Source: an optimization exercise on an open RTL-to-GDS flow (aim: small area). Production flows keep margins and buffers that such runs may drop. RTL that was checked went through simulation tests only; none was proved equivalent to the original. No functional check of the RTL was part of run 4.

--- flow/config.mk ---
export PLATFORM = sky130hd
export DESIGN_NAME = axis_xgmii_tx
export DESIGN_NICKNAME = axis_xgmii_tx
export VERILOG_FILES = /design/flow/design.v
export SDC_FILE = /design/flow/constraint.sdc
export NUM_CORES = 4
export LEC_CHECK = 0
export CAP_MARGIN = 20
export CORE_MARGIN = 2
export CORE_UTILIZATION = 48
export CTS_BUF_LIST = sky130_fd_sc_hd__clkbuf_8
export GPL_TIMING_DRIVEN = 1
export SETUP_SLACK_MARGIN = 0.05
export SLEW_MARGIN = 20
export SYNTH_HIERARCHICAL = 1
--- flow/constraint.sdc ---
create_clock -name core_clock -period 9.0 [get_ports {clk}]
set_input_delay 1.8000 -clock core_clock [delete_from_list [all_inputs] [get_ports {clk}]]
set_output_delay 1.8000 -clock core_clock [all_outputs]
set_load 0.01 [all_outputs]
--- flow/design.v ---
package xgmii_tx_pkg;
    localparam logic [7:0] xgmii_idle   = 8'h07;
    localparam logic [7:0] xgmii_start  = 8'hfb;
    localparam logic [7:0] xgmii_term   = 8'hfd;
    localparam logic [7:0] xgmii_error  = 8'hfe;
    localparam logic [7:0] eth_preamble = 8'h55;
    localparam logic [7:0] eth_sfd      = 8'hd5;
    localparam logic [31:0] crc_poly = 32'hedb8_8320;   
    function automatic logic [31:0] crc32_byte(logic [31:0] crc, logic [7:0] b);
        logic [31:0] c;
        c = crc ^ {24'h0, b};
        for (int i = 0; i < 8; i++) begin
            if (c[0]) begin
                c = (c >> 1) ^ crc_poly;
            end else begin
                c = c >> 1;
            end
        end
        crc32_byte = c;
    endfunction
endpackage
module crc_xor2 (
    input  logic a_i,
    input  logic b_i,
    output logic y_o
);
    assign y_o = a_i ^ b_i;
endmodule
module crc_xnor2 (
    input  logic a_i,
    input  logic b_i,
    output logic y_o
);
    assign y_o = ~(a_i ^ b_i);
endmodule
module crc_aoi222 (
    input  logic a1_i, a2_i, b1_i, b2_i, c1_i, c2_i,
    output logic y_o
);
    assign y_o = ~((a1_i & a2_i) | (b1_i & b2_i) | (c1_i & c2_i));
endmodule
module crc_nand3 (
    input  logic a_i, b_i, c_i,
    output logic y_o
);
    assign y_o = ~(a_i & b_i & c_i);
endmodule
module crc32_step (
    input  logic [7:0]  x_i,     
    input  logic [31:8] c_i,     
    input  logic [7:0]  n_i,     
    output logic [7:0]  x_o,     
    output logic [31:0] c_o      
);
    logic a_p03, a_p14, a_r2, a_p12, a_r3, a_p26, a_r4, a_p37, a_r5, a_p45, a_p56, a_r7, b_q8, b_q9, b_q10, b_q11, b_q12, b_q13, b_q14, b_q15, b_q16, b_q17, b_q18, b_q19, b_q20, b_s13_0, b_s15_0, b_s17_0, b_s17_1, b_s18_0, b_s19_0, b_s21_0, b_s21_1, b_s22_0, b_s24_0, b_s25_0, e0, e1, e2, e3, e4, e5, e6, e7;
    crc_xor2 u0 (.a_i(x_i[0]), .b_i(x_i[3]), .y_o(a_p03));
    crc_xor2 u1 (.a_i(x_i[1]), .b_i(x_i[4]), .y_o(a_p14));
    crc_xor2 u2 (.a_i(a_p14), .b_i(x_i[0]), .y_o(a_r2));
    crc_xor2 u3 (.a_i(x_i[1]), .b_i(x_i[2]), .y_o(a_p12));
    crc_xor2 u4 (.a_i(a_p12), .b_i(x_i[5]), .y_o(a_r3));
    crc_xor2 u5 (.a_i(x_i[2]), .b_i(x_i[6]), .y_o(a_p26));
    crc_xor2 u6 (.a_i(a_p03), .b_i(a_p26), .y_o(a_r4));
    crc_xor2 u7 (.a_i(x_i[3]), .b_i(x_i[7]), .y_o(a_p37));
    crc_xor2 u8 (.a_i(a_p14), .b_i(a_p37), .y_o(a_r5));
    crc_xor2 u9 (.a_i(x_i[4]), .b_i(x_i[5]), .y_o(a_p45));
    crc_xor2 u10 (.a_i(x_i[5]), .b_i(x_i[6]), .y_o(a_p56));
    crc_xor2 u11 (.a_i(a_p56), .b_i(x_i[0]), .y_o(a_r7));
    crc_xor2 u12 (.a_i(x_i[1]), .b_i(x_i[6]), .y_o(b_q8));
    crc_xor2 u13 (.a_i(x_i[0]), .b_i(x_i[4]), .y_o(b_q9));
    crc_xor2 u14 (.a_i(x_i[2]), .b_i(x_i[3]), .y_o(b_q10));
    crc_xor2 u15 (.a_i(x_i[7]), .b_i(b_q8), .y_o(b_q11));
    crc_xor2 u16 (.a_i(x_i[5]), .b_i(b_q9), .y_o(b_q12));
    crc_xor2 u17 (.a_i(x_i[4]), .b_i(x_i[7]), .y_o(b_q13));
    crc_xor2 u18 (.a_i(x_i[5]), .b_i(b_q10), .y_o(b_q14));
    crc_xor2 u19 (.a_i(x_i[3]), .b_i(b_q13), .y_o(b_q15));
    crc_xnor2 u20 (.a_i(x_i[0]), .b_i(b_q11), .y_o(b_q16));
    crc_xor2 u21 (.a_i(x_i[1]), .b_i(x_i[5]), .y_o(b_q17));
    crc_xor2 u22 (.a_i(b_q9), .b_i(b_q10), .y_o(b_q18));
    crc_xor2 u23 (.a_i(x_i[2]), .b_i(b_q8), .y_o(b_q19));
    crc_xor2 u24 (.a_i(x_i[6]), .b_i(b_q15), .y_o(b_q20));
    crc_xor2 u25 (.a_i(x_i[0]), .b_i(b_q17), .y_o(b_s13_0));
    crc_xor2 u26 (.a_i(x_i[7]), .b_i(b_q10), .y_o(b_s15_0));
    crc_xor2 u27 (.a_i(x_i[1]), .b_i(x_i[3]), .y_o(b_s17_0));
    crc_xor2 u28 (.a_i(b_q12), .b_i(b_s17_0), .y_o(b_s17_1));
    crc_xor2 u29 (.a_i(b_q12), .b_i(b_q19), .y_o(b_s18_0));
    crc_xor2 u30 (.a_i(b_q11), .b_i(b_q14), .y_o(b_s19_0));
    crc_xor2 u31 (.a_i(x_i[2]), .b_i(x_i[5]), .y_o(b_s21_0));
    crc_xor2 u32 (.a_i(b_q13), .b_i(b_s21_0), .y_o(b_s21_1));
    crc_xor2 u33 (.a_i(x_i[6]), .b_i(b_q14), .y_o(b_s22_0));
    crc_xor2 u34 (.a_i(x_i[2]), .b_i(x_i[7]), .y_o(b_s24_0));
    crc_xor2 u35 (.a_i(b_q12), .b_i(b_s24_0), .y_o(c_o[24]));
    crc_xor2 u36 (.a_i(x_i[0]), .b_i(b_q8), .y_o(b_s25_0));
    crc_xnor2 u37 (.a_i(b_q14), .b_i(b_s25_0), .y_o(c_o[25]));
    crc_xor2 u38 (.a_i(b_q11), .b_i(b_q18), .y_o(c_o[26]));
    crc_xor2 u39 (.a_i(b_q15), .b_i(b_q17), .y_o(c_o[27]));
    crc_xnor2 u40 (.a_i(x_i[6]), .b_i(b_q12), .y_o(c_o[28]));
    crc_xnor2 u41 (.a_i(x_i[5]), .b_i(b_q16), .y_o(c_o[29]));
    crc_xnor2 u42 (.a_i(x_i[1]), .b_i(x_i[7]), .y_o(c_o[31]));
    crc_xnor2 u43 (.a_i(c_i[16]), .b_i(b_q11), .y_o(c_o[8]));
    crc_xnor2 u44 (.a_i(c_i[17]), .b_i(x_i[7]), .y_o(c_o[9]));
    crc_xnor2 u45 (.a_i(c_i[18]), .b_i(x_i[2]), .y_o(c_o[10]));
    crc_xnor2 u46 (.a_i(c_i[19]), .b_i(x_i[3]), .y_o(c_o[11]));
    crc_xor2 u47 (.a_i(c_i[20]), .b_i(b_q9), .y_o(c_o[12]));
    crc_xnor2 u48 (.a_i(c_i[21]), .b_i(b_s13_0), .y_o(c_o[13]));
    crc_xnor2 u49 (.a_i(c_i[22]), .b_i(b_q19), .y_o(c_o[14]));
    crc_xnor2 u50 (.a_i(c_i[23]), .b_i(b_s15_0), .y_o(c_o[15]));
    crc_xor2 u51 (.a_i(c_i[24]), .b_i(b_q18), .y_o(c_o[16]));
    crc_xnor2 u52 (.a_i(c_i[25]), .b_i(b_s17_1), .y_o(c_o[17]));
    crc_xor2 u53 (.a_i(c_i[26]), .b_i(b_s18_0), .y_o(c_o[18]));
    crc_xor2 u54 (.a_i(c_i[27]), .b_i(b_s19_0), .y_o(c_o[19]));
    crc_xor2 u55 (.a_i(c_i[28]), .b_i(b_q20), .y_o(c_o[20]));
    crc_xor2 u56 (.a_i(c_i[29]), .b_i(b_s21_1), .y_o(c_o[21]));
    crc_xor2 u57 (.a_i(c_i[30]), .b_i(b_s22_0), .y_o(c_o[22]));
    crc_xor2 u58 (.a_i(c_i[31]), .b_i(b_q20), .y_o(c_o[23]));
    crc_xor2 u59 (.a_i(c_i[8]), .b_i(n_i[0]), .y_o(e0));
    crc_xnor2 u60 (.a_i(e0), .b_i(x_i[2]), .y_o(x_o[0]));
    crc_xor2 u61 (.a_i(x_o[0]), .b_i(n_i[0]), .y_o(c_o[0]));
    crc_xor2 u62 (.a_i(c_i[9]), .b_i(n_i[1]), .y_o(e1));
    crc_xor2 u63 (.a_i(e1), .b_i(a_p03), .y_o(x_o[1]));
    crc_xor2 u64 (.a_i(x_o[1]), .b_i(n_i[1]), .y_o(c_o[1]));
    crc_xor2 u65 (.a_i(c_i[10]), .b_i(n_i[2]), .y_o(e2));
    crc_xnor2 u66 (.a_i(e2), .b_i(a_r2), .y_o(x_o[2]));
    crc_xor2 u67 (.a_i(x_o[2]), .b_i(n_i[2]), .y_o(c_o[2]));
    crc_xor2 u68 (.a_i(c_i[11]), .b_i(n_i[3]), .y_o(e3));
    crc_xnor2 u69 (.a_i(e3), .b_i(a_r3), .y_o(x_o[3]));
    crc_xor2 u70 (.a_i(x_o[3]), .b_i(n_i[3]), .y_o(c_o[3]));
    crc_xor2 u71 (.a_i(c_i[12]), .b_i(n_i[4]), .y_o(e4));
    crc_xor2 u72 (.a_i(e4), .b_i(a_r4), .y_o(x_o[4]));
    crc_xor2 u73 (.a_i(x_o[4]), .b_i(n_i[4]), .y_o(c_o[4]));
    crc_xor2 u74 (.a_i(c_i[13]), .b_i(n_i[5]), .y_o(e5));
    crc_xor2 u75 (.a_i(e5), .b_i(a_r5), .y_o(x_o[5]));
    crc_xor2 u76 (.a_i(x_o[5]), .b_i(n_i[5]), .y_o(c_o[5]));
    crc_xor2 u77 (.a_i(c_i[14]), .b_i(n_i[6]), .y_o(e6));
    crc_xor2 u78 (.a_i(e6), .b_i(a_p45), .y_o(x_o[6]));
    crc_xor2 u79 (.a_i(x_o[6]), .b_i(n_i[6]), .y_o(c_o[6]));
    crc_xor2 u80 (.a_i(c_i[15]), .b_i(n_i[7]), .y_o(e7));
    crc_xnor2 u81 (.a_i(e7), .b_i(a_r7), .y_o(x_o[7]));
    crc_xor2 u82 (.a_i(x_o[7]), .b_i(n_i[7]), .y_o(c_o[7]));
    assign c_o[30] = b_q16;
endmodule
module crc32_step_last (
    input  logic [7:0]  x_i,     
    input  logic [31:8] c_i,     
    output logic [31:0] c_o      
);
    logic a_p03, a_p14, a_r2, a_p12, a_r3, a_p26, a_r4, a_p37, a_r5, a_p45, a_p56, a_r7, b_q8, b_q9, b_q10, b_q11, b_q12, b_q13, b_q14, b_q15, b_q16, b_q17, b_q18, b_q19, b_q20, b_s13_0, b_s15_0, b_s17_0, b_s17_1, b_s18_0, b_s19_0, b_s21_0, b_s21_1, b_s22_0, b_s24_0, b_s25_0;
    crc_xor2 u0 (.a_i(x_i[0]), .b_i(x_i[3]), .y_o(a_p03));
    crc_xor2 u1 (.a_i(x_i[1]), .b_i(x_i[4]), .y_o(a_p14));
    crc_xor2 u2 (.a_i(a_p14), .b_i(x_i[0]), .y_o(a_r2));
    crc_xor2 u3 (.a_i(x_i[1]), .b_i(x_i[2]), .y_o(a_p12));
    crc_xor2 u4 (.a_i(a_p12), .b_i(x_i[5]), .y_o(a_r3));
    crc_xor2 u5 (.a_i(x_i[2]), .b_i(x_i[6]), .y_o(a_p26));
    crc_xor2 u6 (.a_i(a_p03), .b_i(a_p26), .y_o(a_r4));
    crc_xor2 u7 (.a_i(x_i[3]), .b_i(x_i[7]), .y_o(a_p37));
    crc_xor2 u8 (.a_i(a_p14), .b_i(a_p37), .y_o(a_r5));
    crc_xor2 u9 (.a_i(x_i[4]), .b_i(x_i[5]), .y_o(a_p45));
    crc_xor2 u10 (.a_i(x_i[5]), .b_i(x_i[6]), .y_o(a_p56));
    crc_xor2 u11 (.a_i(a_p56), .b_i(x_i[0]), .y_o(a_r7));
    crc_xor2 u12 (.a_i(x_i[1]), .b_i(x_i[6]), .y_o(b_q8));
    crc_xor2 u13 (.a_i(x_i[0]), .b_i(x_i[4]), .y_o(b_q9));
    crc_xor2 u14 (.a_i(x_i[2]), .b_i(x_i[3]), .y_o(b_q10));
    crc_xor2 u15 (.a_i(x_i[7]), .b_i(b_q8), .y_o(b_q11));
    crc_xor2 u16 (.a_i(x_i[5]), .b_i(b_q9), .y_o(b_q12));
    crc_xor2 u17 (.a_i(x_i[4]), .b_i(x_i[7]), .y_o(b_q13));
    crc_xor2 u18 (.a_i(x_i[5]), .b_i(b_q10), .y_o(b_q14));
    crc_xor2 u19 (.a_i(x_i[3]), .b_i(b_q13), .y_o(b_q15));
    crc_xnor2 u20 (.a_i(x_i[0]), .b_i(b_q11), .y_o(b_q16));
    crc_xor2 u21 (.a_i(x_i[1]), .b_i(x_i[5]), .y_o(b_q17));
    crc_xor2 u22 (.a_i(b_q9), .b_i(b_q10), .y_o(b_q18));
    crc_xor2 u23 (.a_i(x_i[2]), .b_i(b_q8), .y_o(b_q19));
    crc_xor2 u24 (.a_i(x_i[6]), .b_i(b_q15), .y_o(b_q20));
    crc_xor2 u25 (.a_i(x_i[0]), .b_i(b_q17), .y_o(b_s13_0));
    crc_xor2 u26 (.a_i(x_i[7]), .b_i(b_q10), .y_o(b_s15_0));
    crc_xor2 u27 (.a_i(x_i[1]), .b_i(x_i[3]), .y_o(b_s17_0));
    crc_xor2 u28 (.a_i(b_q12), .b_i(b_s17_0), .y_o(b_s17_1));
    crc_xor2 u29 (.a_i(b_q12), .b_i(b_q19), .y_o(b_s18_0));
    crc_xor2 u30 (.a_i(b_q11), .b_i(b_q14), .y_o(b_s19_0));
    crc_xor2 u31 (.a_i(x_i[2]), .b_i(x_i[5]), .y_o(b_s21_0));
    crc_xor2 u32 (.a_i(b_q13), .b_i(b_s21_0), .y_o(b_s21_1));
    crc_xor2 u33 (.a_i(x_i[6]), .b_i(b_q14), .y_o(b_s22_0));
    crc_xor2 u34 (.a_i(x_i[2]), .b_i(x_i[7]), .y_o(b_s24_0));
    crc_xor2 u35 (.a_i(b_q12), .b_i(b_s24_0), .y_o(c_o[24]));
    crc_xor2 u36 (.a_i(x_i[0]), .b_i(b_q8), .y_o(b_s25_0));
    crc_xnor2 u37 (.a_i(b_q14), .b_i(b_s25_0), .y_o(c_o[25]));
    crc_xor2 u38 (.a_i(b_q11), .b_i(b_q18), .y_o(c_o[26]));
    crc_xor2 u39 (.a_i(b_q15), .b_i(b_q17), .y_o(c_o[27]));
    crc_xnor2 u40 (.a_i(x_i[6]), .b_i(b_q12), .y_o(c_o[28]));
    crc_xnor2 u41 (.a_i(x_i[5]), .b_i(b_q16), .y_o(c_o[29]));
    crc_xnor2 u42 (.a_i(x_i[1]), .b_i(x_i[7]), .y_o(c_o[31]));
    crc_xnor2 u43 (.a_i(c_i[16]), .b_i(b_q11), .y_o(c_o[8]));
    crc_xnor2 u44 (.a_i(c_i[17]), .b_i(x_i[7]), .y_o(c_o[9]));
    crc_xnor2 u45 (.a_i(c_i[18]), .b_i(x_i[2]), .y_o(c_o[10]));
    crc_xnor2 u46 (.a_i(c_i[19]), .b_i(x_i[3]), .y_o(c_o[11]));
    crc_xor2 u47 (.a_i(c_i[20]), .b_i(b_q9), .y_o(c_o[12]));
    crc_xnor2 u48 (.a_i(c_i[21]), .b_i(b_s13_0), .y_o(c_o[13]));
    crc_xnor2 u49 (.a_i(c_i[22]), .b_i(b_q19), .y_o(c_o[14]));
    crc_xnor2 u50 (.a_i(c_i[23]), .b_i(b_s15_0), .y_o(c_o[15]));
    crc_xor2 u51 (.a_i(c_i[24]), .b_i(b_q18), .y_o(c_o[16]));
    crc_xnor2 u52 (.a_i(c_i[25]), .b_i(b_s17_1), .y_o(c_o[17]));
    crc_xor2 u53 (.a_i(c_i[26]), .b_i(b_s18_0), .y_o(c_o[18]));
    crc_xor2 u54 (.a_i(c_i[27]), .b_i(b_s19_0), .y_o(c_o[19]));
    crc_xor2 u55 (.a_i(c_i[28]), .b_i(b_q20), .y_o(c_o[20]));
    crc_xor2 u56 (.a_i(c_i[29]), .b_i(b_s21_1), .y_o(c_o[21]));
    crc_xor2 u57 (.a_i(c_i[30]), .b_i(b_s22_0), .y_o(c_o[22]));
    crc_xor2 u58 (.a_i(c_i[31]), .b_i(b_q20), .y_o(c_o[23]));
    crc_xnor2 u59 (.a_i(c_i[8]), .b_i(x_i[2]), .y_o(c_o[0]));
    crc_xor2 u60 (.a_i(c_i[9]), .b_i(a_p03), .y_o(c_o[1]));
    crc_xnor2 u61 (.a_i(c_i[10]), .b_i(a_r2), .y_o(c_o[2]));
    crc_xnor2 u62 (.a_i(c_i[11]), .b_i(a_r3), .y_o(c_o[3]));
    crc_xor2 u63 (.a_i(c_i[12]), .b_i(a_r4), .y_o(c_o[4]));
    crc_xor2 u64 (.a_i(c_i[13]), .b_i(a_r5), .y_o(c_o[5]));
    crc_xor2 u65 (.a_i(c_i[14]), .b_i(a_p45), .y_o(c_o[6]));
    crc_xnor2 u66 (.a_i(c_i[15]), .b_i(a_r7), .y_o(c_o[7]));
    assign c_o[30] = b_q16;
endmodule
module crc32_d64 (
    input  logic [31:0] inv_i,     
    input  logic [63:0] beat_i,
    input  logic [7:0]  sel_i,     
    input  logic        hold_i,
    output logic [31:0] inv_o
);
    logic [31:0] chain [9];
    logic [31:0] rot   [9];
    logic [31:0] p0, p1, p2;
    logic [7:0]  x  [8];     
    assign chain[0] = inv_i;
    for (genvar j = 0; j < 8; j++) begin : g_x0
        crc_xor2 u  (.a_i(inv_i[j]), .b_i(beat_i[j]), .y_o(x[0][j]));
    end
    for (genvar i = 0; i < 7; i++) begin : g_step
        crc32_step step (
            .x_i  (x[i]),
            .c_i  (chain[i][31:8]),
            .n_i  (beat_i[8*(i+1) +: 8]),
            .x_o  (x[i+1]),
            .c_o  (chain[i+1])
        );
    end
    crc32_step_last step7 (
        .x_i  (x[7]),
        .c_i  (chain[7][31:8]),
        .c_o  (chain[8])
    );
    always_comb begin
        rot[0] = '0;
        for (int n = 1; n <= 8; n++) begin
            for (int p = 0; p < 4; p++) begin
                rot[n][8*p +: 8] = chain[n][8*((p - n) & 3) +: 8];
            end
        end
    end
    for (genvar b = 0; b < 32; b++) begin : g_sel
        crc_aoi222 s0 (.a1_i(sel_i[0]), .a2_i(rot[1][b]), .b1_i(sel_i[1]), .b2_i(rot[2][b]),
                       .c1_i(sel_i[2]), .c2_i(rot[3][b]), .y_o(p0[b]));
        crc_aoi222 s1 (.a1_i(sel_i[3]), .a2_i(rot[4][b]), .b1_i(sel_i[4]), .b2_i(rot[5][b]),
                       .c1_i(sel_i[5]), .c2_i(rot[6][b]), .y_o(p1[b]));
        crc_aoi222 s2 (.a1_i(sel_i[6]), .a2_i(rot[7][b]), .b1_i(sel_i[7]), .b2_i(rot[8][b]),
                       .c1_i(hold_i),   .c2_i(inv_i[b]),  .y_o(p2[b]));
        crc_nand3  s3 (.a_i(p0[b]), .b_i(p1[b]), .c_i(p2[b]), .y_o(inv_o[b]));
    end
endmodule
module xgmii_ao221 (
    input  logic a1_i, a2_i, b1_i, b2_i, c1_i,
    output logic y_o
);
    assign y_o = (a1_i & a2_i) | (b1_i & b2_i) | c1_i;
endmodule
module xgmii_tail_pack (
    input  logic        start_i,
    input  logic        data_i,
    input  logic        tail_i,
    input  logic        term_i,
    input  logic        err_i,
    input  logic [7:0]  keep_i,
    input  logic [63:0] beat_i,    
    input  logic [31:0] fcs_i,     
    output logic [63:0] d_o,
    output logic [7:0]  c_o
);
    logic       tail_ok, tail_err;
    logic [7:0] sel_d, sel_r, is_t, is_i;
    logic [7:0] ch [8];
    assign tail_ok  = tail_i & ~err_i;
    assign tail_err = tail_i & err_i;
    always_comb begin
        for (int j = 0; j < 8; j++) begin
            sel_d[j] = data_i | (tail_ok & keep_i[j]) | (tail_err && j >= 1 && j <= 6);
            sel_r[j] = tail_ok & ~keep_i[j] & ((j < 4) ? 1'b1 : keep_i[(j+4)%8]);
            if (j < 4) sel_r[j] = sel_r[j] | (term_i & keep_i[j+4]);
            if (j < 4) begin
                is_t[j] = term_i & keep_i[j+3] & ~keep_i[(j+4)%8];
            end else if (j == 4) begin
                is_t[j] = term_i & keep_i[7];
            end else begin
                is_t[j] = tail_ok & keep_i[j-5] & ~keep_i[j-4];
            end
            if (j == 7) is_t[j] = is_t[j] | tail_err;
            is_i[j] = ~(sel_d[j] | sel_r[j] | is_t[j] | start_i | (tail_err && j == 0));
        end
        for (int j = 0; j < 8; j++) begin
            ch[j] = ({8{is_i[j]}} & xgmii_tx_pkg::xgmii_idle) |
                    ({8{is_t[j]}} & xgmii_tx_pkg::xgmii_term);
        end
        ch[0] = ch[0] | ({8{start_i}} & xgmii_tx_pkg::xgmii_start) |
                        ({8{tail_err}} & xgmii_tx_pkg::xgmii_error);
        for (int j = 1; j < 7; j++) ch[j] = ch[j] | ({8{start_i}} & xgmii_tx_pkg::eth_preamble);
        ch[7] = ch[7] | ({8{start_i}} & xgmii_tx_pkg::eth_sfd);
        for (int j = 0; j < 8; j++) begin
            c_o[j] = ~(sel_d[j] | sel_r[j] | (start_i && j != 0));
        end
    end
    for (genvar j = 0; j < 8; j++) begin : g_lane
        for (genvar b = 0; b < 8; b++) begin : g_bit
            xgmii_ao221 o (.a1_i(sel_d[j]), .a2_i(beat_i[8*j+b]), .b1_i(sel_r[j]),
                           .b2_i(fcs_i[8*(j%4)+b]), .c1_i(ch[j][b]), .y_o(d_o[8*j+b]));
        end
    end
endmodule
module tx_frame_ctrl (
    input  logic       rst,
    input  logic       tvalid_i,
    input  logic       tlast_i,
    input  logic       err_i,
    input  logic [7:0] keep_i,
    input  logic       tready_i,
    input  logic       start_i,     
    input  logic       data_i,      
    input  logic       last_i,      
    input  logic       tail_i,      
    input  logic       term_i,      
    output logic       tready_o,
    output logic       start_o,
    output logic       data_o,
    output logic       last_o,
    output logic       tail_o,
    output logic       term_o,
    output logic [7:0] sel_o,       
    output logic       hold_o       
);
    logic accept;
    logic beat;      
    logic more;      
    assign accept = tvalid_i & tready_i;
    assign beat   = start_i | data_i;
    assign more   = tail_i & ~err_i & keep_i[3];
    assign start_o  = ~rst & accept & ~beat;
    assign data_o   = ~rst & accept & beat;
    assign last_o   = ~rst & accept & tlast_i;
    assign tail_o   = ~rst & last_i;
    assign term_o   = ~rst & more;
    assign tready_o = ~rst & (tready_i ? ~(accept & tlast_i) : ~(last_i | more));
    always_comb begin
        for (int k = 0; k < 7; k++) begin
            sel_o[k] = beat & last_i & keep_i[k] & ~keep_i[k+1];
        end
        sel_o[7] = beat & (~last_i | keep_i[7]);
    end
    assign hold_o = tail_i | term_i;
endmodule
module axis_xgmii_tx (
    input  logic        clk,
    input  logic        rst,
    input  logic [63:0] tdata_i,
    input  logic [7:0]  tkeep_i,
    input  logic        tvalid_i,
    input  logic        tlast_i,
    input  logic        tuser_i,
    output logic        tready_o,
    output logic [63:0] xgmii_d_o,
    output logic [7:0]  xgmii_c_o
);
    logic [63:0] d1_q;      
    logic [63:0] d2_q;      
    logic [31:0] crc_q;     
    logic [31:0] crc_d;
    logic [7:1]  keep_q;    
    logic        err_q;
    logic        tready_q, start_q, data_q, last_q, tail_q, term_q;
    logic        tready_d, start_d, data_d, last_d, tail_d, term_d;
    logic        hold;
    logic [7:0]  sel;
    tx_frame_ctrl ctrl0 (
        .rst      (rst),
        .tvalid_i (tvalid_i),
        .tlast_i  (tlast_i),
        .err_i    (err_q),
        .keep_i   ({keep_q, 1'b1}),
        .tready_i (tready_q),
        .start_i  (start_q),
        .data_i   (data_q),
        .last_i   (last_q),
        .tail_i   (tail_q),
        .term_i   (term_q),
        .tready_o (tready_d),
        .start_o  (start_d),
        .data_o   (data_d),
        .last_o   (last_d),
        .tail_o   (tail_d),
        .term_o   (term_d),
        .sel_o    (sel),
        .hold_o   (hold)
    );
    crc32_d64 crc0 (
        .inv_i  (crc_q),
        .beat_i (d1_q),
        .sel_i  (sel),
        .hold_i (hold),
        .inv_o  (crc_d)
    );
    xgmii_tail_pack pack0 (
        .start_i (start_q),
        .data_i  (data_q),
        .tail_i  (tail_q),
        .term_i  (term_q),
        .err_i   (err_q),
        .keep_i  ({keep_q, 1'b1}),
        .beat_i  (d2_q),
        .fcs_i   (crc_q),
        .d_o     (xgmii_d_o),
        .c_o     (xgmii_c_o)
    );
    assign tready_o = tready_q;
    always_ff @(posedge clk) begin
        d1_q     <= tdata_i;
        d2_q     <= d1_q;
        crc_q    <= crc_d;
        tready_q <= tready_d;
        start_q  <= start_d;
        data_q   <= data_d;
        last_q   <= last_d;
        tail_q   <= tail_d;
        term_q   <= term_d;
    end
    always_ff @(posedge clk) begin
        if (tready_q) begin
            keep_q <= tkeep_i[7:1];
            err_q  <= tuser_i;
        end
    end
endmodule
--- flow/flow/run.sh ---
#!/bin/bash
# Layout: the standard flow (standard synthesis unchanged), with the input and
# output port buffers made of the smallest plain buffer cell.
set -euo pipefail
export BUFFER_PORTS_ARGS="-buffer_cell sky130_fd_sc_hd__buf_1"
bash standard.sh > standard_flow.log 2>&1
--- flow/standard.sh ---
#!/bin/bash
# synth_recipe.tcl (not shown) runs the flow's synth.tcl, then flattens the netlist and writes it again
# the make line also repeats each setting of config.mk as NAME=value (left out here)
make -C /OpenROAD-flow-scripts/flow DESIGN_CONFIG=/design/flow/config.mk WORK_HOME=/design/flow/orfs CLKGATE_MAP_FILE= SYNTH_SCRIPT=/design/flow/synth_recipe.tcl "${@:-finish}"
==> impl_metrics.csv, run 1 <==
group,metric,value,unit
cells_and_area,drive_above_1_share,10.96,%
cells_and_area,stdcell_area,0.01400,mm²
worst_setup_path,cp_top_family,"XOR/XNOR gates",
synthesis,ys_types,39,
sta,period_share,95.53,%
cells_and_area,layout_commonest_cell,"xor2_1",
cells_and_area,area_growth,17.98,%
clock_network,cts-root-buf,"clkbuf_8",
cells_and_area,mostFrequentLayoutCells,"xor2_1 (518), dfxtp_1 (166), buf_1 (148)",
placement,io_buffers,148,
floorplan,core_area,0.02432,mm²
clock_network,postCtsHoldBufs,0,
floorplan,io_pins,150,
sta,fmax,0.1163,GHz
floorplan,row_count,57,
sta,rsz0062_at_grt,"false",
synthesis,avgSynthCellArea,10.28,µm²
synthesis,yosys.area.top_type,"xor2_1",
clock_network,cts_num_sinks,174,
worst_setup_path,path_class,"register to register",
route,wl_per_cell,26.41,µm
sta,slew_viol_final,0,
sta,skew,0.02229,ns
route,wl,45910,µm
sta,whs,0.3708,ns
synthesis,ys_seq_area_share,30.04,%
synthesis,ys_warn_count,17,
route,via_per_inst,6.035,
sta,finalHoldViolCount,0,
worst_setup_path,slowest_stage,"dfxtp_1",
placement,gp_congestion,1.010,
clock_network,cts_tree,"yes",
sta,tightest_slew,1.091,ns
clock_network,clk_path_buf_depth,2,
placement,dp_hpwl,35440,µm
clock_network,clk_pin_slew_worst_paths,0.10,ns
worst_setup_path,max_stage_delay,0.56,ns
sta,setup_tns,0,ns
worst_setup_path,end_kind,"register",
sta,fin_crit,8.597,ns
sta,setup_viol,0,
synthesis,synth_edf_count,8,
clock_network,clk_latency,0.48,ns
cells_and_area,n_antenna_cell,0,
worst_setup_path,path_buf_inv,3,
worst_setup_path,cp.arrival,8.93,ns
synthesis,syn-cell-area,0.01186,mm²
worst_setup_path,worst_setup_path_start_kind,"register",
route,drtIter0Drc,1945,
synthesis,synth_seq_cells,174,
worst_setup_path,worstPathRequired,9.34,ns
route,ant_nets,0,
placement,dpl_cell_area,0.01358,mm²
synthesis,synth_top_area_share,38.39,%
status,status,"complete, no violations",
floorplan,die_w,161.2,µm
synthesis,synth.area.top_cells,"xor2_1 (38%), dfxtp_1 (28%), xnor2_1 (10%)",
floorplan,start_util,48.78,%
grt,overflow,0,
worst_setup_path,worst_path_most_repeated_cell,"xor2_1",
sta,slew_headroom,26.51,%
grt,grt_pass1_wl,65490,µm
route,drc,0,
grt,antenna_found_initial,0,
worst_setup_path,path_max_fanout,9,
floorplan,die_h,161.2,µm
grt,grt_usage,34.60,%
hold_path,hold_path_class,"register to register",
route,dr.pass1.iters,9,
synthesis,synthArstFlopShare,0,%
cells_and_area,fin_util,57.55,%
synthesis,syn_inst,1154,
floorplan,dieArea,0.02599,mm²
job,maxCapViolCount,0,
cells_and_area,final_nets,1478,
route,via_count,10489,
grt,grt_max_degree,33,
synthesis,synth_flop_cell,"dfxtp_1",
grt,grt_pass1_vias,9839,
clock_network,htree_levels,4,
clock_network,cts_inserted_buffers,17,
-- cells by family (layout without fill, tap and decap cells) --
family / after synthesis / in the layout / share of synthesized area (%)
compound gates: 192 / 192 / 15.23
xor+xnor: 656 / 656 / 48.43
buf+inv: 20 / 276 / 0.9597
flops: 174 / 174 / 30.04
simple gates: 111 / 111 / 5.305
other cells: 1 / 5 / 0.03161
-- synthesized netlist by cell type, drive strengths merged (4+ instances only) --
cell type,count
nand2,10
dfxtp,166
nor4,4
a222oi,96
nor3,4
edfxtp,8
nand3,32
clkbuf,4
o21ai,16
nand2b,11
nor3b,8
inv,4
xor2,520
nor2,24
xnor2,136
or2,6
a21oi,5
buf,12
a221o,64
nor2b,5
a21o,4
-- final timing paths --
path                                       start                end  slack, ns  cells after the start
worst min register to register   d1_q[1]$_DFF_P_    d2_q[1]$_DFF_P_       0.37                      0
worst max register to register  crc_q[4]$_DFF_P_  crc_q[29]$_DFF_P_       0.40                     29
worst max-delay path            crc_q[4]$_DFF_P_  crc_q[29]$_DFF_P_       0.40                     29
worst min-delay path             d1_q[1]$_DFF_P_    d2_q[1]$_DFF_P_       0.37                      0
-- modules after synthesis (local to each module, per instance), excerpt --
module	cells	times used	area (µm²)
axis_xgmii_tx	175	1	3567
crc_xor2	1	520	8.758
xgmii_ao221	1	64	10.01
crc_aoi222	1	96	10.01
tx_frame_ctrl	24	1	176.4
crc_nand3	1	32	5.005
crc32_step	1	7	7.507
crc32_step_last	1	1	7.507
xgmii_tail_pack	99	1	551.8
crc_xnor2	1	136	8.758
-- metrics by stage --
step | std cells | worst slack (ns)
floorplan | 1158 | 0.1005
global placement | 1705 | 0.6061
detailed placement | 1706 | 0.6315
CTS | 1738 | 0.5668
global route | 1738 | 0.1257
finish | 1738 | 0.4027
-- metal layers --
layer	routed length, µm	up-vias	GRT usage [%]
met5	0	-	0
met4	1529	0	11.65
met2	20250	675	54.02
met1	19370	5074	47.55
li1	-	4657	-
met3	4760	83	7.447
-- registers in the layout, indices dropped and copies added (netlist names) --
signal,count
crc_q,32
start_q,1
tail_q,1
term_q,1
tready_q,1
d1_q,64
d2_q,64
last_q,1
keep_q,7
err_q,1
data_q,1
-- cell type report --
| class | count | area, µm² |
|---|---|---|
| multi-input combinational | 964 | 8367 |
| clock buffer | 18 | 247.7 |
| tap | 324 | 405.4 |
| clock inverter | 14 | 153.9 |
| fill | 2235 | 10320 |
| sequential | 174 | 3563 |
| inverter | 4 | 15.01 |
| timing repair buffer | 240 | 1244 |
-- repair_timing --
| item | CTS | global route |
|---|---|---|
| setup buffers | 0 | 0 |
| setup endpoints to repair | 0 | 2 |
| gates resized for setup | 0 | 1 |
==> run 2: changes to the inputs <==
--- a/flow/config.mk
+++ b/flow/config.mk
@@ -7,7 +7,7 @@
 export LEC_CHECK = 0
 export CAP_MARGIN = 20
 export CORE_MARGIN = 2
-export CORE_UTILIZATION = 48
+export CORE_UTILIZATION = 55
 export CTS_BUF_LIST = sky130_fd_sc_hd__clkbuf_8
 export GPL_TIMING_DRIVEN = 1
 export SETUP_SLACK_MARGIN = 0.05
==> run 2 against run 1 <==
Against the previous run: sequential share of layout area grew 0.14 points; worst setup slack lost 0.036 ns; clock-buffer cell count is the same; wire length shrank 4.0%; flip-flop and latch count is the same; clock skew shrank 0.0041 ns; synthesized cell count is the same; worst hold slack lost 0.0022 ns; maximum frequency shrank 0.42%; still clean.
==> impl_metrics.csv, run 2 <==
group,metric,value,unit
status,status,"complete, no violations",
sta,rsz0062_at_grt,"false",
floorplan,start_util,56.25,%
clock_network,cts_resized,0,
synthesis,synth_flop_cell,"dfxtp_1",
synthesis,yosysMostFrequentCell,"xor2_1",
floorplan,io_pins,150,
worst_setup_path,worst_setup_path_start_kind,"register",
route,wl_per_cell,26.13,µm
cells_and_area,final_nets,1474,
route,ant_nets,0,
route,dr.pass1.iters,9,
sta,skew,0.01816,ns
floorplan,dieArea,0.02276,mm²
hold_path,whs_endpoint,"d2_q[1]$_DFF_P_",
cells_and_area,largestRegisters,"d1_q: 64 flops, d2_q: 64 flops, crc_q: 32 flops",
sta,finalHoldViolCount,0,
synthesis,synthArstFlopShare,0,%
worst_setup_path,reg2reg_depth,26,
clock_network,post_cts_buffers,0,
synthesis,synth_common_cells,"xor2_1 (520), dfxtp_1 (166), xnor2_1 (136)",
sta,setup_tns,0,ns
cells_and_area,stdcell_area,0.01392,mm²
grt,grt_usage,38.30,%
synthesis,yosys.area.top_type,"xor2_1",
synthesis,synth_edf_count,8,
clock_network,cts-root-buf,"clkbuf_8",
floorplan,die_h,150.9,µm
grt,antenna_found_initial,0,
grt,grt_max_degree,33,
sta,fin_crit,8.634,ns
floorplan,row_count,53,
worst_setup_path,cp_top_family,"XOR/XNOR gates",
worst_setup_path,worstPathRequired,9.32,ns
worst_setup_path,cp_num_cells,26,
route,drtIter0Drc,1748,
worst_setup_path,worst_path_most_repeated_cell,"xor2_1",
placement,dp_hpwl,33890,µm
synthesis,synth_seq_cells,174,
worst_setup_path,path_max_fanout,7,
hold_path,whs_path_depth,0,
placement,dpl_cell_area,0.01349,mm²
route,drc,0,
synthesis,avgSynthCellArea,10.28,µm²
synthesis,ys_types,39,
job,maxCapViolCount,0,
clock_network,clk_pin_slew_worst_paths,0.10,ns
floorplan,die_w,150.9,µm
grt,grt_pass1_wl,62670,µm
worst_setup_path,rrSetupSlack,0.37,ns
cells_and_area,drive_above_1_share,10.64,%
sta,period_share,95.93,%
cells_and_area,layout_commonest_cell,"xor2_1",
clock_network,cts_tree,"yes",
synthesis,ys_seq_area_share,30.04,%
worst_setup_path,max_stage_delay,0.74,ns
hold_path,hp-start,"d1_q[1]$_DFF_P_",
cells_and_area,area_growth,17.34,%
route,wl,44050,µm
clock_network,clk_path_buf_depth,2,
worst_setup_path,path_buf_inv,4,
sta,slew_viol_final,0,
sta,setup_viol,0,
clock_network,clk_latency,0.47,ns
clock_network,htree_levels,4,
synthesis,syn_inst,1154,
grt,grt_pass1_vias,9696,
sta,slew_headroom,23.70,%
worst_setup_path,path_class,"register to register",
sta,whs,0.3687,ns
synthesis,synth.area.top_cells,"xor2_1 (38%), dfxtp_1 (28%), xnor2_1 (10%)",
sta,tightest_slew,1.133,ns
clock_network,cts_inserted_buffers,17,
floorplan,core_area,0.02109,mm²
sta,fmax,0.1158,GHz
clock_network,cts_num_sinks,174,
placement,io_buffers,148,
clock_network,postCtsHoldBufs,0,
synthesis,synth_top_area_share,38.39,%
synthesis,syn-cell-area,0.01186,mm²
hold_path,hold_path_class,"register to register",
worst_setup_path,crit-reg2reg-launch,"crc_q[2]$_DFF_P_",
worst_setup_path,slowest_stage,"xnor2_1",
placement,gp_congestion,1.023,
cells_and_area,mostFrequentLayoutCells,"xor2_1 (518), dfxtp_1 (166), buf_1 (148)",
route,via_per_inst,6.257,
grt,overflow,0,
worst_setup_path,cp.arrival,8.95,ns
synthesis,ys_warn_count,17,
worst_setup_path,r2r-end,"crc_q[29]$_DFF_P_",
cells_and_area,fin_util,66.01,%
route,via_count,10550,
worst_setup_path,end_kind,"register",
==> run 2: changes by cell type in the layout (fill, tap and decap cells not counted), sizes merged <==
cell,change
buf,-4
diode,+1
==> run 2: per-layer routing <==
| metal | up-vias | share of wire (%) | GRT usage (%) |
|---|---|---|---|
| li1 | 4661 | - | - |
| met1 | 5121 | 41 | 51.87 |
| met2 | 666 | 44 | 59.59 |
| met3 | 102 | 11 | 9.096 |
| met4 | 0 | 3.9 | 13.83 |
| met5 | - | 0 | 0 |
==> run 2: through the flow <==
stage / instances / setup slack [ns]
final: 1686 / 0.3664
after global routing: 1685 / 0.09044
after CTS: 1685 / 0.4520
after detailed placement: 1653 / 0.5095
after global placement: 1653 / 0.6843
after floorplan: 1158 / 0.1005
==> run 2: worst register-to-register path: stages, from the launching register on <==
cell,delay [ns]
dfxtp_1,0.54
xor2_1,0.16
buf_4,0.23
xnor2_1,0.74
buf_4,0.29
xor2_1,0.29
xor2_1,0.27
buf_4,0.25
xor2_1,0.42
xor2_1,0.61
xnor2_1,0.21
xor2_1,0.19
xnor2_1,0.43
buf_4,0.31
xor2_1,0.42
xor2_1,0.56
xor2_1,0.16
xnor2_1,0.27
xnor2_1,0.19
xor2_1,0.21
xor2_1,0.33
xor2_1,0.25
xor2_1,0.36
xnor2_1,0.33
xnor2_1,0.13
a222oi_1,0.24
nand3_1,0.11
==> run 2: cells by family after synthesis <==
group                  count (synthesis)  synth area share (%)
AO/OA/AOI/OAI                        192                 15.23
other                                  1               0.03161
flip-flops                           174                 30.04
buffers and inverters                 20                0.9597
XOR/XNOR                             656                 48.43
AND/OR/NAND/NOR                      111                 5.305
==> run 2: layout make-up <==
type / instances / area, µm²
Tap cell: 275 / 344.1
Fill cell: 1836 / 7168
Sequential cell: 174 / 3563
Clock buffer: 18 / 247.7
Timing Repair Buffer: 236 / 1216
Antenna cell: 1 / 2.502
Clock inverter: 14 / 153.9
Inverter: 4 / 15.01
Multi-Input combinational cell: 964 / 8377
==> run 2: worst max-delay path by stage <==
stage,startpoint,end,slack [ns]
2_1_floorplan,crc_q[5]$_DFF_P_,crc_q[29]$_DFF_P_,0.10
4_1_cts,crc_q[4]$_DFF_P_,crc_q[18]$_DFF_P_,0.45
3_3_place_gp,crc_q[4]$_DFF_P_,crc_q[18]$_DFF_P_,0.68
3_5_place_dp,crc_q[4]$_DFF_P_,crc_q[18]$_DFF_P_,0.51
5_1_grt,crc_q[2]$_DFF_P_,crc_q[17]$_DFF_P_,0.09
6_report,crc_q[2]$_DFF_P_,crc_q[29]$_DFF_P_,0.37
==> run 2: per-module statistics from Yosys (local to each module, per instance), excerpt <==
module | copies in the design | flip-flops and latches | cells inside
axis_xgmii_tx | 1 | 174 | 175
crc32_step | 7 | 0 | 1
xgmii_tail_pack | 1 | 0 | 99
crc32_step_last | 1 | 0 | 1
xgmii_ao221 | 64 | 0 | 1
crc_aoi222 | 96 | 0 | 1
crc_xnor2 | 136 | 0 | 1
crc_nand3 | 32 | 0 | 1
tx_frame_ctrl | 1 | 0 | 24
crc_xor2 | 520 | 0 | 1
==> run 3: changes to the inputs <==
--- a/flow/config.mk
+++ b/flow/config.mk
@@ -10,6 +10,6 @@
 export CORE_UTILIZATION = 55
 export CTS_BUF_LIST = sky130_fd_sc_hd__clkbuf_8
 export GPL_TIMING_DRIVEN = 1
-export SETUP_SLACK_MARGIN = 0.05
+export SETUP_SLACK_MARGIN = 0.0
 export SLEW_MARGIN = 20
 export SYNTH_HIERARCHICAL = 1
==> run 3 against run 2 <==
Against the previous run: still clean on timing, DRC and antenna; clock skew is 0.0044 ns lower; maximum frequency about the same; cell area is 0.65% higher; utilization up 0.43 points; sequential share of layout area fell by 0.16 points; worst hold slack worse by 0.0019 ns; clock-buffer cell count did not move; critical endpoint is now crc_q[17]$_DFF_P_.
==> impl_metrics.csv, run 3 <==
group,metric,value,unit
worst_setup_path,cp-startpoint,"crc_q[1]$_DFF_P_",
synthesis,synth_edf_count,8,
sta,rsz0062_at_grt,"false",
floorplan,die_h,150.9,µm
synthesis,ys_seq_area_share,30.04,%
worst_setup_path,r2r-end,"crc_q[17]$_DFF_P_",
cells_and_area,final_nets,1483,
worst_setup_path,worst_setup_path_start_kind,"register",
synthesis,synth.area.top_cells,"xor2_1 (38%), dfxtp_1 (28%), xnor2_1 (10%)",
synthesis,syn-cell-area,0.01186,mm²
sta,setup_viol,0,
cells_and_area,stdcell_area,0.01401,mm²
synthesis,yosys.area.top_type,"xor2_1",
hold_path,hold_path_class,"register to register",
synthesis,synth_flop_cell,"dfxtp_1",
clock_network,post_cts_buffers,0,
worst_setup_path,path_class,"register to register",
route,dr.pass1.iters,10,
worst_setup_path,rrSetupSlack,0.36,ns
worst_setup_path,max_stage_delay,0.56,ns
sta,tightest_slew,1.101,ns
worst_setup_path,cp.arrival,8.99,ns
synthesis,yosysMostFrequentCell,"xor2_1",
worst_setup_path,reg2reg_depth,30,
route,ant_nets,0,
cells_and_area,largestRegisters,"d1_q: 64 flops, d2_q: 64 flops, crc_q: 32 flops",
status,status,"complete, no violations",
route,wl_per_cell,26.19,µm
sta,fin_crit,8.637,ns
floorplan,row_count,53,
sta,finalHoldViolCount,0,
sta,fmax,0.1158,GHz
floorplan,die_w,150.9,µm
route,via_count,10535,
cells_and_area,drive_above_1_share,11.28,%
synthesis,synthArstFlopShare,0,%
synthesis,ys_types,39,
worst_setup_path,worst_path_most_repeated_cell,"xor2_1",
floorplan,core_area,0.02109,mm²
floorplan,start_util,56.25,%
grt,grt_pass1_vias,9923,
cells_and_area,mostFrequentLayoutCells,"xor2_1 (517), dfxtp_1 (166), buf_1 (148)",
worst_setup_path,worstPathRequired,9.35,ns
worst_setup_path,crit-reg2reg-launch,"crc_q[1]$_DFF_P_",
route,via_per_inst,6.219,
route,drtIter0Drc,1788,
placement,post-place-ws,0.5406,ns
synthesis,synth_top_area_share,38.39,%
sta,slew_viol_final,0,
grt,antenna_found_initial,0,
clock_network,cts-root-buf,"clkbuf_8",
job,maxCapViolCount,0,
cells_and_area,n_antenna_cell,0,
placement,io_buffers,148,
sta,setup_tns,0,ns
clock_network,clk_path_buf_depth,2,
synthesis,ys_warn_count,17,
worst_setup_path,path_max_fanout,6,
worst_setup_path,slowest_stage,"xor2_1",
sta,slew_headroom,25.83,%
cells_and_area,layout_commonest_cell,"xor2_1",
clock_network,cts_inserted_buffers,17,
synthesis,avgSynthCellArea,10.28,µm²
placement,gp_congestion,1.010,
grt,overflow,0,
clock_network,cts_tree,"yes",
clock_network,cts_resized,0,
synthesis,synth_common_cells,"xor2_1 (520), dfxtp_1 (166), xnor2_1 (136)",
placement,dpl_cell_area,0.01355,mm²
clock_network,clk_pin_slew_worst_paths,0.10,ns
grt,grt_usage,38.48,%
route,wl,44370,µm
cells_and_area,fin_cells,1694,
clock_network,postCtsHoldBufs,0,
route,drc,0,
floorplan,io_pins,150,
clock_network,cts_num_sinks,174,
synthesis,synth_seq_cells,174,
sta,period_share,95.97,%
grt,grt_max_degree,33,
cells_and_area,area_growth,18.10,%
placement,placed_cells,1662,
worst_setup_path,crit_end,"crc_q[17]$_DFF_P_",
synthesis,syn_inst,1154,
placement,dp_hpwl,34050,µm
floorplan,dieArea,0.02276,mm²
sta,final.setup.worst_slack,0.3630,ns
sta,skew,0.01372,ns
worst_setup_path,end_kind,"register",
grt,grt_pass1_wl,63000,µm
clock_network,clk_latency,0.48,ns
clock_network,htree_levels,4,
-- run 3: critical path, delay by kind of cell (launching register included) --
family / cells / cell delay, ns
xor gates and xnor gates: 25 / 7.06
AOI/OAI and AO/OA: 1 / 0.23
buffers and inverters: 3 / 0.57
DFF: 1 / 0.52
and+or+nand+nor: 1 / 0.11
-- run 3: cells by family after synthesis --
family | Yosys count | synth area share (%)
XOR/XNOR | 656 | 48.43
AO/OA/AOI/OAI | 192 | 15.23
flip-flops | 174 | 30.04
AND/OR/NAND/NOR | 111 | 5.305
buffers and inverters | 20 | 0.9597
other | 1 | 0.03161
-- run 3: worst min path at each step --
stage,to,slack (ns),cells after the start,start
6_report,d2_q[6]$_DFF_P_,0.37,0,d1_q[6]$_DFF_P_
3_5_place_dp,d2_q[7]$_DFF_P_,0.35,0,d1_q[7]$_DFF_P_
5_1_grt,d2_q[6]$_DFF_P_,0.37,0,d1_q[6]$_DFF_P_
3_3_place_gp,d2_q[6]$_DFF_P_,0.36,0,d1_q[6]$_DFF_P_
4_1_cts,d2_q[6]$_DFF_P_,0.36,0,d1_q[6]$_DFF_P_
2_1_floorplan,d2_q[0]$_DFF_P_,0.35,0,d1_q[0]$_DFF_P_
-- run 3: per-module statistics from Yosys, one instance, submodules excluded, excerpt --
module / flip-flops and latches / times used / cells inside
crc_xnor2: 0 / 136 / 1
crc32_step_last: 0 / 1 / 1
tx_frame_ctrl: 0 / 1 / 24
crc_nand3: 0 / 32 / 1
crc32_step: 0 / 7 / 1
axis_xgmii_tx: 174 / 1 / 175
xgmii_tail_pack: 0 / 1 / 99
xgmii_ao221: 0 / 64 / 1
crc_aoi222: 0 / 96 / 1
crc_xor2: 0 / 520 / 1
-- run 3: metal layers --
| layer | part of all wire [%] | vias up | track usage (%) |
|---|---|---|---|
| met1 | 41 | 5102 | 51.82 |
| met5 | 0 | - | 0 |
| li1 | - | 4678 | - |
| met4 | 4.1 | 0 | 14.81 |
| met2 | 44 | 640 | 59.64 |
| met3 | 11 | 115 | 9.277 |
-- run 3: metrics by stage --
step | util [%] | hold slack [ns]
after floorplan | - | 0.3489
after global placement | 64.28 | 0.3567
after detailed placement | 64.28 | 0.3542
after CTS | 66.31 | 0.3578
after global routing | 66.44 | 0.3678
final | 66.44 | 0.3668
-- run 3: area by class of cell --
class                   count  area [µm²]
repair buffers            245        1284
flip-flops and latches    174        3563
inverters                   4       15.01
multi-input cells         964        8374
clock buffers              18       247.7
well taps                 275       344.1
fillers                  1805        7078
clock inverters            14       181.4
==> run 4: changes to the inputs <==
--- a/flow/design.v
+++ b/flow/design.v
@@ -52,7 +52,7 @@
     output logic [7:0]  x_o,     
     output logic [31:0] c_o      
 );
-    logic a_p03, a_p14, a_r2, a_p12, a_r3, a_p26, a_r4, a_p37, a_r5, a_p45, a_p56, a_r7, b_q8, b_q9, b_q10, b_q11, b_q12, b_q13, b_q14, b_q15, b_q16, b_q17, b_q18, b_q19, b_q20, b_s13_0, b_s15_0, b_s17_0, b_s17_1, b_s18_0, b_s19_0, b_s21_0, b_s21_1, b_s22_0, b_s24_0, b_s25_0, e0, e1, e2, e3, e4, e5, e6, e7;
+    logic a_p03, a_p14, a_r2, a_p12, a_r3, a_p26, a_r4, a_p37, a_r5, a_p45, a_p56, a_r7, b_q8, b_q9, b_q10, b_q11, b_q12, b_q13, b_q14, b_q15, b_q17, b_q18, b_q19, b_q20, b_s13_0, b_s15_0, b_s17_0, b_s17_1, b_s18_0, b_s19_0, b_s21_0, b_s21_1, b_s22_0, b_s24_0, b_s25_0, e0, e1, e2, e3, e4, e5, e6, e7;
     crc_xor2 u0 (.a_i(x_i[0]), .b_i(x_i[3]), .y_o(a_p03));
     crc_xor2 u1 (.a_i(x_i[1]), .b_i(x_i[4]), .y_o(a_p14));
     crc_xor2 u2 (.a_i(a_p14), .b_i(x_i[0]), .y_o(a_r2));
@@ -73,7 +73,7 @@
     crc_xor2 u17 (.a_i(x_i[4]), .b_i(x_i[7]), .y_o(b_q13));
     crc_xor2 u18 (.a_i(x_i[5]), .b_i(b_q10), .y_o(b_q14));
     crc_xor2 u19 (.a_i(x_i[3]), .b_i(b_q13), .y_o(b_q15));
-    crc_xnor2 u20 (.a_i(x_i[0]), .b_i(b_q11), .y_o(b_q16));
+    crc_xnor2 u20 (.a_i(x_i[0]), .b_i(b_q11), .y_o(c_o[30]));
     crc_xor2 u21 (.a_i(x_i[1]), .b_i(x_i[5]), .y_o(b_q17));
     crc_xor2 u22 (.a_i(b_q9), .b_i(b_q10), .y_o(b_q18));
     crc_xor2 u23 (.a_i(x_i[2]), .b_i(b_q8), .y_o(b_q19));
@@ -94,7 +94,7 @@
     crc_xor2 u38 (.a_i(b_q11), .b_i(b_q18), .y_o(c_o[26]));
     crc_xor2 u39 (.a_i(b_q15), .b_i(b_q17), .y_o(c_o[27]));
     crc_xnor2 u40 (.a_i(x_i[6]), .b_i(b_q12), .y_o(c_o[28]));
-    crc_xnor2 u41 (.a_i(x_i[5]), .b_i(b_q16), .y_o(c_o[29]));
+    crc_xnor2 u41 (.a_i(x_i[5]), .b_i(c_o[30]), .y_o(c_o[29]));
     crc_xnor2 u42 (.a_i(x_i[1]), .b_i(x_i[7]), .y_o(c_o[31]));
     crc_xnor2 u43 (.a_i(c_i[16]), .b_i(b_q11), .y_o(c_o[8]));
     crc_xnor2 u44 (.a_i(c_i[17]), .b_i(x_i[7]), .y_o(c_o[9]));
@@ -136,14 +136,13 @@
     crc_xor2 u80 (.a_i(c_i[15]), .b_i(n_i[7]), .y_o(e7));
     crc_xnor2 u81 (.a_i(e7), .b_i(a_r7), .y_o(x_o[7]));
     crc_xor2 u82 (.a_i(x_o[7]), .b_i(n_i[7]), .y_o(c_o[7]));
-    assign c_o[30] = b_q16;
 endmodule
 module crc32_step_last (
     input  logic [7:0]  x_i,     
     input  logic [31:8] c_i,     
     output logic [31:0] c_o      
 );
-    logic a_p03, a_p14, a_r2, a_p12, a_r3, a_p26, a_r4, a_p37, a_r5, a_p45, a_p56, a_r7, b_q8, b_q9, b_q10, b_q11, b_q12, b_q13, b_q14, b_q15, b_q16, b_q17, b_q18, b_q19, b_q20, b_s13_0, b_s15_0, b_s17_0, b_s17_1, b_s18_0, b_s19_0, b_s21_0, b_s21_1, b_s22_0, b_s24_0, b_s25_0;
+    logic a_p03, a_p14, a_r2, a_p12, a_r3, a_p26, a_r4, a_p37, a_r5, a_p45, a_p56, a_r7, b_q8, b_q9, b_q10, b_q11, b_q12, b_q13, b_q14, b_q15, b_q17, b_q18, b_q19, b_q20, b_s13_0, b_s15_0, b_s17_0, b_s17_1, b_s18_0, b_s19_0, b_s21_0, b_s21_1, b_s22_0, b_s24_0, b_s25_0;
     crc_xor2 u0 (.a_i(x_i[0]), .b_i(x_i[3]), .y_o(a_p03));
     crc_xor2 u1 (.a_i(x_i[1]), .b_i(x_i[4]), .y_o(a_p14));
     crc_xor2 u2 (.a_i(a_p14), .b_i(x_i[0]), .y_o(a_r2));
@@ -164,7 +163,7 @@
     crc_xor2 u17 (.a_i(x_i[4]), .b_i(x_i[7]), .y_o(b_q13));
     crc_xor2 u18 (.a_i(x_i[5]), .b_i(b_q10), .y_o(b_q14));
     crc_xor2 u19 (.a_i(x_i[3]), .b_i(b_q13), .y_o(b_q15));
-    crc_xnor2 u20 (.a_i(x_i[0]), .b_i(b_q11), .y_o(b_q16));
+    crc_xnor2 u20 (.a_i(x_i[0]), .b_i(b_q11), .y_o(c_o[30]));
     crc_xor2 u21 (.a_i(x_i[1]), .b_i(x_i[5]), .y_o(b_q17));
     crc_xor2 u22 (.a_i(b_q9), .b_i(b_q10), .y_o(b_q18));
     crc_xor2 u23 (.a_i(x_i[2]), .b_i(b_q8), .y_o(b_q19));
@@ -185,7 +184,7 @@
     crc_xor2 u38 (.a_i(b_q11), .b_i(b_q18), .y_o(c_o[26]));
     crc_xor2 u39 (.a_i(b_q15), .b_i(b_q17), .y_o(c_o[27]));
     crc_xnor2 u40 (.a_i(x_i[6]), .b_i(b_q12), .y_o(c_o[28]));
-    crc_xnor2 u41 (.a_i(x_i[5]), .b_i(b_q16), .y_o(c_o[29]));
+    crc_xnor2 u41 (.a_i(x_i[5]), .b_i(c_o[30]), .y_o(c_o[29]));
     crc_xnor2 u42 (.a_i(x_i[1]), .b_i(x_i[7]), .y_o(c_o[31]));
     crc_xnor2 u43 (.a_i(c_i[16]), .b_i(b_q11), .y_o(c_o[8]));
     crc_xnor2 u44 (.a_i(c_i[17]), .b_i(x_i[7]), .y_o(c_o[9]));
@@ -211,7 +210,6 @@
     crc_xor2 u64 (.a_i(c_i[13]), .b_i(a_r5), .y_o(c_o[5]));
     crc_xor2 u65 (.a_i(c_i[14]), .b_i(a_p45), .y_o(c_o[6]));
     crc_xnor2 u66 (.a_i(c_i[15]), .b_i(a_r7), .y_o(c_o[7]));
-    assign c_o[30] = b_q16;
 endmodule
 module crc32_d64 (
     input  logic [31:0] inv_i,     
--- a/flow/config.mk
+++ b/flow/config.mk
@@ -10,6 +10,6 @@
 export CORE_UTILIZATION = 55
 export CTS_BUF_LIST = sky130_fd_sc_hd__clkbuf_8
 export GPL_TIMING_DRIVEN = 1
-export SETUP_SLACK_MARGIN = 0.0
+export SETUP_SLACK_MARGIN = 0.05
 export SLEW_MARGIN = 20
 export SYNTH_HIERARCHICAL = 1
==> run 4 against run 3 <==
Against the previous run: via count down 0.19%; maximum frequency decreased by 0.19%; non-clock buffer count shrank 4; first-iteration DRC count down 2.0%; wire length up 0.57%; global-route usage increased by 0.60 points; worst setup slack got worse by 0.017 ns; clock skew fell by 0.0014 ns; register-to-register slack worse by 0.02 ns; critical path depth is 2 lower; cell count down 0.30%; highest routed layer is now met5.
==> impl_metrics.csv, run 4 <==
group,metric,value,unit
status,status,"complete, no violations",
synthesis,ys_warn_count,17,
floorplan,die_w,150.5,µm
route,via_count,10515,
grt,grt_pass1_wl,63580,µm
route,dr.pass1.iters,8,
worst_setup_path,rrSetupSlack,0.35,ns
sta,fmax,0.1156,GHz
worst_setup_path,max_stage_delay,0.56,ns
grt,grt_pass1_vias,9786,
sta,rsz0062_at_grt,"false",
worst_setup_path,path_class,"register to register",
synthesis,ys_seq_area_share,30.19,%
clock_network,cts_num_sinks,174,
sta,slew_viol_final,0,
clock_network,htree_levels,4,
synthesis,synth_flop_cell,"dfxtp_1",
cells_and_area,mostFrequentLayoutCells,"xor2_1 (517), dfxtp_1 (166), buf_1 (148)",
placement,gp_congestion,1.013,
worst_setup_path,reg2reg_depth,28,
synthesis,yosys.area.top_type,"xor2_1",
synthesis,synth_common_cells,"xor2_1 (520), dfxtp_1 (166), xnor2_1 (136)",
worst_setup_path,cp.arrival,9.00,ns
route,met2_length,19640,µm
route,wl_met1,18300,µm
route,drc,0,
route,wl_met3,4703,µm
worst_setup_path,worstPathRequired,9.35,ns
sta,tightest_slew,1.067,ns
grt,antenna_found_initial,2,
worst_setup_path,r2r-end,"crc_q[29]$_DFF_P_",
grt,grt_max_degree,33,
route,wl,44620,µm
worst_setup_path,end_kind,"register",
clock_network,post_cts_buffers,0,
synthesis,ys_types,39,
grt,grt_usage,39.07,%
worst_setup_path,cp-startpoint,"crc_q[1]$_DFF_P_",
cells_and_area,multi_input_area,0.008422,mm²
worst_setup_path,slowest_stage,"xnor2_2",
cells_and_area,final_nets,1479,
cells_and_area,layout_commonest_cell,"xor2_1",
clock_network,clk_path_buf_depth,2,
job,maxCapViolCount,0,
sta,slew_headroom,28.12,%
synthesis,syn-cell-area,0.01180,mm²
hold_path,hold_path_class,"register to register",
route,ant_nets,0,
synthesis,synth.area.top_cells,"xor2_1 (39%), dfxtp_1 (28%), xnor2_1 (10%)",
floorplan,row_count,53,
synthesis,synth_top_area_share,38.59,%
cells_and_area,seqCellArea,0.003563,mm²
worst_setup_path,worst_path_most_repeated_cell,"xor2_1",
cells_and_area,n_fill_cell,1828,
placement,dp_hpwl,34030,µm
sta,whs,0.3692,ns
synthesis,synth_seq_cells,174,
cells_and_area,n_antenna_cell,0,
clock_network,cts_inserted_buffers,17,
clock_network,clk_latency,0.48,ns
sta,period_share,96.15,%
synthesis,avgSynthCellArea,10.30,µm²
worst_setup_path,worst_setup_path_start_kind,"register",
clock_network,clk_pin_slew_worst_paths,0.10,ns
floorplan,dieArea,0.02265,mm²
cells_and_area,fin_util,66.78,%
sta,setup_viol,0,
worst_setup_path,crit-reg2reg-launch,"crc_q[1]$_DFF_P_",
grt,overflow,0,
floorplan,core_area,0.02102,mm²
clock_network,cts_resized,0,
synthesis,syn_inst,1146,
floorplan,io_pins,150,
synthesis,synthArstFlopShare,0,%
cells_and_area,largestRegisters,"d1_q: 64 flops, d2_q: 64 flops, crc_q: 32 flops",
route,drtIter0Drc,1753,
clock_network,cts_tree,"yes",
placement,placed_cells,1658,
floorplan,start_util,56.15,%
floorplan,die_h,150.5,µm
synthesis,yosysMostFrequentCell,"xor2_1",
clock_network,cts-root-buf,"clkbuf_8",
sta,setup_tns,0,ns
cells_and_area,fin_cells,1689,
cells_and_area,drive_above_1_share,11.03,%
route,top_layer,"met5",
hold_path,whs_endpoint,"d2_q[5]$_DFF_P_",
sta,skew,0.01230,ns
cells_and_area,area_growth,18.93,%
sta,fin_crit,8.654,ns
hold_path,hp-start,"d1_q[5]$_DFF_P_",
hold_path,whs_path_depth,0,
sta,final.setup.worst_slack,0.3463,ns
worst_setup_path,path_max_fanout,8,
sta,finalHoldViolCount,0,
route,wl_per_cell,26.42,µm
placement,post-place-ws,0.4517,ns
route,via_per_inst,6.226,
placement,io_buffers,148,
clock_network,postCtsHoldBufs,0,
synthesis,synth_edf_count,8,
## run 4: cell types whose count changed after synthesis
cell	change
buf_4	-8
## run 4: how the worst max path moves through the flow
stage,end,depth (start not counted)
floorplan,crc_q[22]$_DFF_P_,27
global placement,crc_q[19]$_DFF_P_,27
detailed placement,crc_q[19]$_DFF_P_,27
CTS,crc_q[19]$_DFF_P_,27
global route,crc_q[23]$_DFF_P_,30
finish,crc_q[29]$_DFF_P_,28
## run 4: metal layers
metal	global-route usage, %	vias up
met1	52.10	5035
met2	60.64	694
met3	9.182	122
li1	-	4662
met5	0	-
met4	16.27	2
## run 4: worst max-delay path: cells and delay by family (launching register included)
family	cells	cell delay (ns)
AOI/OAI and AO/OA	1	0.23
DFF	1	0.51
buffers and inverters	3	0.67
and+or+nand+nor	1	0.11
xor gates and xnor gates	23	7.01
## run 4: cells by family (layout without fill, tap and decap cells)
family | Yosys count | after routing | synth area share [%]
compound gates | 192 | 192 | 15.31
xor+xnor | 656 | 656 | 48.68
buf+inv | 12 | 276 | 0.4557
flops | 174 | 174 | 30.19
other cells | 1 | 5 | 0.03177
simple gates | 111 | 111 | 5.332
## run 4: modules after synthesis (local to each module, per instance), excerpt
| module | cell area [µm²] | cells inside | flip-flops and latches |
|---|---|---|---|
| crc_nand3 | 5.005 | 1 | 0 |
| crc_aoi222 | 10.01 | 1 | 0 |
| xgmii_ao221 | 10.01 | 1 | 0 |
| crc_xnor2 | 8.758 | 1 | 0 |
| tx_frame_ctrl | 176.4 | 24 | 0 |
| crc_xor2 | 8.758 | 1 | 0 |
| xgmii_tail_pack | 551.8 | 99 | 0 |
## run 4: final cells by class
cell class              instances  area share (%)
inverters                       4          0.1070
repair buffers                241           8.931
well taps                     275           2.451
clock inverters                14           1.462
multi-input cells             964           60.00
flip-flops and latches        174           25.39
clock buffers                  17           1.667
## run 4: metrics by stage
step                      instance area, µm²
final                                  14040
after global routing                   14040
after CTS                              13970
after detailed placement               13530
after global placement                 13530
after floorplan                        11930

separate check: timing with driven ports:
No port has a modelled driver above. Below, the same layouts with a new extraction and two added sets of constraints. Step 1: set_driving_cell puts a clkbuf_16 on clk and a buf_2 on each other input, an assumption about the parent block. Step 2 also shifts input and output timing later by t, the mid clock arrival at the registers, as if the neighbouring blocks saw the same clock. Slacks: ideal / step 1 / step 2; pairs: ideal / step 1.
| run | t (ns) | setup WS [ns] | worst setup path after step 2 | worst data-port slew with drivers (ns) | cell pins on the clock port's net |
|---|---|---|---|---|---|
| run 1 | 0.521 | 0.403 / 0.403 / 0.403 | register to register | 0.04 | 1 |
| run 2 | 0.508 | 0.366 / 0.366 / 0.366 | register to register | 0.04 | 1 |
| run 3 | 0.519 | 0.363 / 0.363 / 0.363 | register to register | 0.04 | 1 |
| run 4 | 0.518 | 0.346 / 0.346 / 0.346 | register to register | 0.04 | 1 |
After both steps every run listed still meets setup and hold.
